From an optimization exercise on the open Yosys and OpenROAD flow, aimed at small area; shortcuts taken in it are not production practice.
In this exercise RTL edits were held to simulation tests only and were not proved equivalent to the original.
Power figures rest on the tool's default switching activity, not on a simulated workload.

### constraint.sdc
create_clock -name core_clock -period 5.0 [get_ports {clk}]
set_input_delay 1.0000 -clock core_clock [delete_from_list [all_inputs] [get_ports {clk}]]
set_output_delay 1.0000 -clock core_clock [all_outputs]
set_load 0.01 [all_outputs]
### design.v
package cpu_types_pkg;
  localparam int XLEN = 32;
  typedef logic [4:0] reg_idx_t;
  typedef logic [XLEN-1:0] xlen_t;
  localparam reg_idx_t REG_ZERO = 5'd0;
endpackage
module rf_scoreboard (
  input  logic                     clk,
  input  logic                     rst,
  input  cpu_types_pkg::reg_idx_t  rs1_addr,
  input  cpu_types_pkg::reg_idx_t  rs2_addr,
  input  logic                     rs1_used,
  input  logic                     rs2_used,
  input  logic                     issue_valid,
  input  cpu_types_pkg::reg_idx_t  issue_rd,
  input  logic                     issue_long,
  input  logic                     wb_valid,
  input  cpu_types_pkg::reg_idx_t  wb_rd,
  input  logic                     kill_valid,
  input  cpu_types_pkg::reg_idx_t  kill_rd,
  output logic                     stall,
  output logic [31:0]              busy_vec
);
  logic [31:1] busy_q;
  logic [31:0] busy_all;
  logic raw1, raw2, waw, set_en;
  assign busy_all = {busy_q, 1'b0};
  always_comb begin
    raw1 = rs1_used & busy_all[rs1_addr] & ~(wb_valid & (wb_rd == rs1_addr));
    raw2 = rs2_used & busy_all[rs2_addr] & ~(wb_valid & (wb_rd == rs2_addr));
    waw = issue_valid & issue_long & busy_all[issue_rd] & ~(wb_valid & (wb_rd == issue_rd));
    stall = raw1 | raw2 | waw;
    set_en = issue_valid & issue_long & ~stall;
  end
  always_ff @(posedge clk or posedge rst) begin
    if (rst) busy_q <= '0;
    else begin
      for (int i = 1; i < 32; i++) begin
        if (set_en && issue_rd == i) busy_q[i] <= 1'b1;
        else if ((kill_valid && kill_rd == i) || (wb_valid && wb_rd == i)) busy_q[i] <= 1'b0;
      end
    end
  end
  assign busy_vec = busy_all;
endmodule
module rf_hold (
  input  logic we,
  input  logic we_n,
  input  logic d,
  input  logic q,
  output logic nxt
);
  assign nxt = (we & d) | (we_n & q);
endmodule
module rf_aoi3 (
  input  logic [2:0] sel,
  input  logic [2:0] d,
  output logic       y_n
);
  assign y_n = ~|(sel & d);
endmodule
module rf_aoi2 (
  input  logic [1:0] sel,
  input  logic [1:0] d,
  output logic       y_n
);
  assign y_n = ~|(sel & d);
endmodule
module rf_rdbit (
  input  logic [31:0] sel,
  input  logic [31:0] d,
  output logic        y
);
  logic [10:0] t_n;
  for (genvar g = 0; g < 10; g++) begin : g_aoi
    rf_aoi3 u_aoi (.sel(sel[3*g +: 3]), .d(d[3*g +: 3]), .y_n(t_n[g]));
  end
  rf_aoi2 u_aoi_last (.sel(sel[31:30]), .d(d[31:30]), .y_n(t_n[10]));
  assign y = ~&t_n;
endmodule
module rf_writeback (
  input  logic                     clk,
  input  logic                     rst,
  input  cpu_types_pkg::reg_idx_t  rs1_addr,
  input  cpu_types_pkg::reg_idx_t  rs2_addr,
  input  logic                     rs1_used,
  input  logic                     rs2_used,
  output logic [31:0]              rs1_data,
  output logic [31:0]              rs2_data,
  input  logic                     issue_valid,
  input  cpu_types_pkg::reg_idx_t  issue_rd,
  input  logic                     issue_long,
  input  logic                     wb_valid,
  input  cpu_types_pkg::reg_idx_t  wb_rd,
  input  logic [31:0]              wb_data,
  input  logic                     kill_valid,
  input  cpu_types_pkg::reg_idx_t  kill_rd,
  output logic                     stall,
  output logic [31:0]              busy_vec
);
  logic [31:0] regs_q [1:31];
  logic [31:0] regs_d [1:31];
  logic [31:1] valid_q;
  logic [31:1] we;
  logic [31:0] sel1, sel2;
  logic hit1, hit2;
  always_comb begin
    hit1 = wb_valid & (wb_rd == rs1_addr);
    hit2 = wb_valid & (wb_rd == rs2_addr);
    sel1[0] = hit1 & (rs1_addr != 5'd0);
    sel2[0] = hit2 & (rs2_addr != 5'd0);
    for (int i = 1; i < 32; i++) begin
      we[i]   = wb_valid & (wb_rd == i);
      sel1[i] = (rs1_addr == i) & valid_q[i] & ~hit1;
      sel2[i] = (rs2_addr == i) & valid_q[i] & ~hit2;
    end
  end
  for (genvar b = 0; b < 32; b++) begin : g_rd
    logic [31:0] col;
    always_comb begin
      col[0] = wb_data[b];
      for (int i = 1; i < 32; i++) col[i] = regs_q[i][b];
    end
    rf_rdbit u_rd1 (.sel(sel1), .d(col), .y(rs1_data[b]));
    rf_rdbit u_rd2 (.sel(sel2), .d(col), .y(rs2_data[b]));
  end
  for (genvar i = 1; i < 32; i++) begin : g_row
    for (genvar b = 0; b < 32; b++) begin : g_bit
      rf_hold u_hold (.we(we[i]), .we_n(~we[i]), .d(wb_data[b]), .q(regs_q[i][b]), .nxt(regs_d[i][b]));
    end
  end
  always_ff @(posedge clk) begin
    for (int i = 1; i < 32; i++) regs_q[i] <= regs_d[i];
  end
  always_ff @(posedge clk or posedge rst) begin
    if (rst) valid_q <= '0;
    else valid_q <= valid_q | we;
  end
  rf_scoreboard u_sb (
    .clk(clk), .rst(rst),
    .rs1_addr(rs1_addr), .rs2_addr(rs2_addr), .rs1_used(rs1_used), .rs2_used(rs2_used),
    .issue_valid(issue_valid), .issue_rd(issue_rd), .issue_long(issue_long),
    .wb_valid(wb_valid), .wb_rd(wb_rd), .kill_valid(kill_valid), .kill_rd(kill_rd),
    .stall(stall), .busy_vec(busy_vec)
  );
endmodule
### run.sh
#!/bin/bash
# synth_recipe.tcl (not shown) runs the flow's synth.tcl, then flattens the netlist and writes it again
# the make line also repeats each setting of config.mk as NAME=value (left out here)
make -C /OpenROAD-flow-scripts/flow DESIGN_CONFIG=/design/flow/config.mk WORK_HOME=/design/flow/orfs CLKGATE_MAP_FILE= SYNTH_SCRIPT=/design/flow/synth_recipe.tcl finish
### config.mk
export PLATFORM = sky130hd
export DESIGN_NAME = rf_writeback
export DESIGN_NICKNAME = rf_writeback
export VERILOG_FILES = /design/flow/design.v
export SDC_FILE = /design/flow/constraint.sdc
export NUM_CORES = 4
export LEC_CHECK = 0
export CAP_MARGIN = 20
export CORE_MARGIN = 2
export CORE_UTILIZATION = 40
export SETUP_SLACK_MARGIN = 0.3
export SLEW_MARGIN = 20
export SYNTH_HIERARCHICAL = 1
==> summary.txt <==
area by class of cell:
cell class,count,area share (%)
Antenna cell,5,0.02089
Clock buffer,164,5.438
Clock inverter,43,1.051
Inverter,36,0.2256
Multi-Input combinational cell,2466,36.65
Sequential cell,1054,35.75
Tap cell,1391,2.906
Timing Repair Buffer,970,17.96
cells by family after synthesis:
family	share of synthesized area [%]
compound gates	38.79
flops	50.18
simple gates	8.209
buf+inv	1.003
mux	1.287
xor+xnor	0.5132
other cells	0.008790
per-stage QoR:
stage	util [%]	cells	power, mW	area, um2	hold slack, ns
global placement	49.62	5674	14.64	52380	0.4730
global route	56.72	6125	24.45	59880	0.5066
finish	56.73	6129	23.78	59890	0.4941
detailed placement	49.90	5699	14.73	52680	0.4761
floorplan	-	3607	13.05	43030	0.4562
CTS	55.95	6072	23.56	59070	0.4962
power groups by stage:
stage | sequential, mW | clock (mW) | combinational (mW)
floorplan | 11.2 | 0 | 1.84
global placement | 11.6 | 0 | 3.04
detailed placement | 11.6 | 0 | 3.12
CTS | 11.5 | 8.85 | 3.25
global route | 11.7 | 9.19 | 3.54
finish | 11.6 | 8.85 | 3.36
worst max-delay path, cell delays in order:
cell	delay, ns
buf_6	0.10
xor2_1	0.16
nor4_2	0.30
and3_4	0.32
buf_6	0.13
nor4_4	0.07
clkbuf_16	0.16
buf_6	0.11
a222oi_1	0.49
nand4_1	0.48
buf_4	0.30
or3_1	0.32
buf_2	0.15
worst min path at each step:
stage                     depth (start not counted)                      to              startpoint  slack, ns
after detailed placement                          1   regs_q[9][29]$_DFF_P_   regs_q[9][29]$_DFF_P_       0.48
after floorplan                                   1   valid_q[28]$_DFF_PP0_   valid_q[28]$_DFF_PP0_       0.46
after global placement                            1   regs_q[12][4]$_DFF_P_   regs_q[12][4]$_DFF_P_       0.47
after global routing                              1  regs_q[13][14]$_DFF_P_  regs_q[13][14]$_DFF_P_       0.51
after CTS                                         1    valid_q[3]$_DFF_PP0_    valid_q[3]$_DFF_PP0_       0.50
final                                             1    valid_q[3]$_DFF_PP0_    valid_q[3]$_DFF_PP0_       0.49
registers in the layout (all words and copies together), names as in the netlist:
signal	cells
u_sb.busy_q	31
valid_q	31
regs_q	992
per-module statistics from Yosys, one instance, submodules excluded:
module	times used	flip-flops and latches	cell area [um2]	cells inside
rf_aoi2	64	0	12.51	1
rf_aoi3	640	0	10.01	1
rf_hold	992	0	8.758	1
rf_rdbit	64	0	23.77	4
rf_scoreboard	1	31	2893	326
rf_writeback	1	1023	22350	1329
synth_stat cells (all sizes together), types with 4 or more instances:
cell | n | area share [%]
xnor2 | 11 | 0.23
or3 | 65 | 0.95
nor4 | 39 | 0.95
mux2i | 11 | 0.26
inv | 36 | 0.32
nand4 | 136 | 2.0
nand2b | 44 | 0.65
o31ai | 21 | 0.37
xor2 | 14 | 0.29
nor2 | 39 | 0.34
mux2 | 5 | 0.13
a22oi | 89 | 2.3
nor3 | 27 | 0.33
nor2b | 19 | 0.28
and3 | 6 | 0.088
o21ai | 9 | 0.11
nand2 | 148 | 1.3
dfxtp | 992 | 47
buf | 34 | 0.48
nand3 | 75 | 0.88
or2 | 7 | 0.10
a222oi | 640 | 15
a22o | 992 | 20
dfrtp | 62 | 3.6
and2 | 4 | 0.059
a32oi | 8 | 0.16
clkbuf | 23 | 0.20
mux4 | 17 | 0.90
routing by layer:
metal | share of wire [%] | wire length, um | vias to the layer above | GRT usage, %
met1 | 37 | 82160 | 22690 | 51.00
met2 | 41 | 90590 | 4376 | 54.96
met4 | 7.3 | 16270 | 4 | 25.22
met5 | 0.049 | 108 | - | 0.6087
met3 | 15 | 33390 | 847 | 12.15
li1 | - | - | 18520 | -
repair_timing:
item / CTS / global route
setup buffers: 146 / 47
cloned: 20 / 5
resized for setup: 526 / 84
pin swaps: 351 / 199
endpoints found under the setup margin: 65 / 65
==> results.cfg <==
[floorplanning]
die_w_um = 330.6
die_area_um2 = 109300
initial_core_util_pct = 40.41
pin_count = 162
die_h_um = 330.6
core_area_um2 = 105600
rows = 119

[clock_tree]
htree_levels = 3
path_clk_slew_ns = 0.07
numCtsBuffers = 110
clk_latency_ns = 0.69
clock-sinks = 1054
ctsRootBufferMaster = clkbuf_16
cts_tree = yes
ctsHoldBuffers = 0
clock_tree.buffer_depth = 3

[worst_setup_path]
reg2reg_depth = 6
critical_path.endpoint = rs1_data[3]
r2r-start = u_sb.busy_q[1]$_DFFE_PP0P_
crit_start = wb_rd[3]
cp_data_arrival_time_ns = 4.09
crit_path_end_kind = output pin
crit_type = input pin to output pin
rrSetupSlack_ns = 2.13
cp.required_ns = 4.00
cp_max_fo = 6
reg2reg_to = u_sb.busy_q[26]$_DFFE_PP0P_
critPathLaunchType = input pin

[sta]
worstMarginPinSlew_ns = 1.002
tns_ns = -0.2236
setup_viol = 4
clock_skew_ns = 0.007968
rsz0062_at_grt = yes
drv_slew = 0
fmax_mhz = 196.3
fin_ws_ns = -0.09424
fin_crit_sh_pct = 101.9
slew_headroom_pct = 33.01
hold_viol_final = 0
fin_crit_ns = 5.094

[synthesis]
syn-num-nets = 3672
ys.flop_type = dfxtp_1
synth_cells = 3607
yosys.cell_types.count = 61
async_reset_ff_share_pct = 5.882
synth.avg_cell_area_um2 = 11.83
ys_ff_latch = 1054
ys_seq_area_share_pct = 50.18
synth_edf_count = 0
yosysWarningCount = 11
netlist_area_um2 = 42660

[finish]
fin_nets = 4703
nFillCells = 8713
seq_area_um2 = 21410
multi_input_area_um2 = 21950
drive_gt1_share_pct = 28.08
final_cell_mix = a22o_1, dfxtp_1, a222oi_1, buf_4, buf_6
area_growth_pct = 40.38

[placed_design]
pre_cts_ws_ns = -1.117
port_buffers = 160
place_congestion = 0.9749
hpwl_um = 140000

[detailed_routing]
drc_errors = 0
ant_nets = 0
initialDrtViolationCount = 11540
avgRoutedWirePerCell_um = 36.31
vias = 46440
vias_per_cell = 7.577
wl_um = 222500
dr.pass1.iters = 14

[status]
violatedChecks = setup timing
status = finished with violations

[global_route]
grt_max_degree = 35
grt_overflow_total = 0
grt_pass1_vias = 43700
grt_pass1_wl_um = 313200
antenna_found_initial = 7
track_usage_pct = 38.90

[power]
powerDensity_nw_per_um2 = 397.1
netSwitchingPower_mw = 6.641
leakagePower_nw = 24.64
clkPwrFrac_pct = 37.2
p_seq_share_pct = 48.6
p_int_mw = 17.14
share_comb_of_total_power_pct = 14.1
ir_drop_uv = 282.7
switching_share_pct = 27.92

[run]
cap_violations = 0

[hold_path]
min_path_type = flop to flop

-- what the ideal ports hide --
No port has a modelled driver above. Below, the same layout with a new extraction and two added sets of constraints.
Step 1: set_driving_cell puts a clkbuf_16 on clk and a buf_2 on each other input, an assumption about the parent block.
Step 2, shift: input delay + t, output delay - t, t = (earliest + latest rising clock arrival at the registers) / 2. This alone moves slack from input paths to output paths.
Slacks: no drivers / after step 1 / after step 2; pairs: no drivers / after step 1.
shift t [ns]: 0.772
setup WS [ns]: -0.094 / -0.125 / -0.125
worst setup path at the end: input to output
clock arrival spread, ns: 0.043 / 0.043
worst slew at a driven data input, ns: 0.14
The setup slack of this run moves by -0.031 ns with the drivers and by -0.031 ns with both steps.
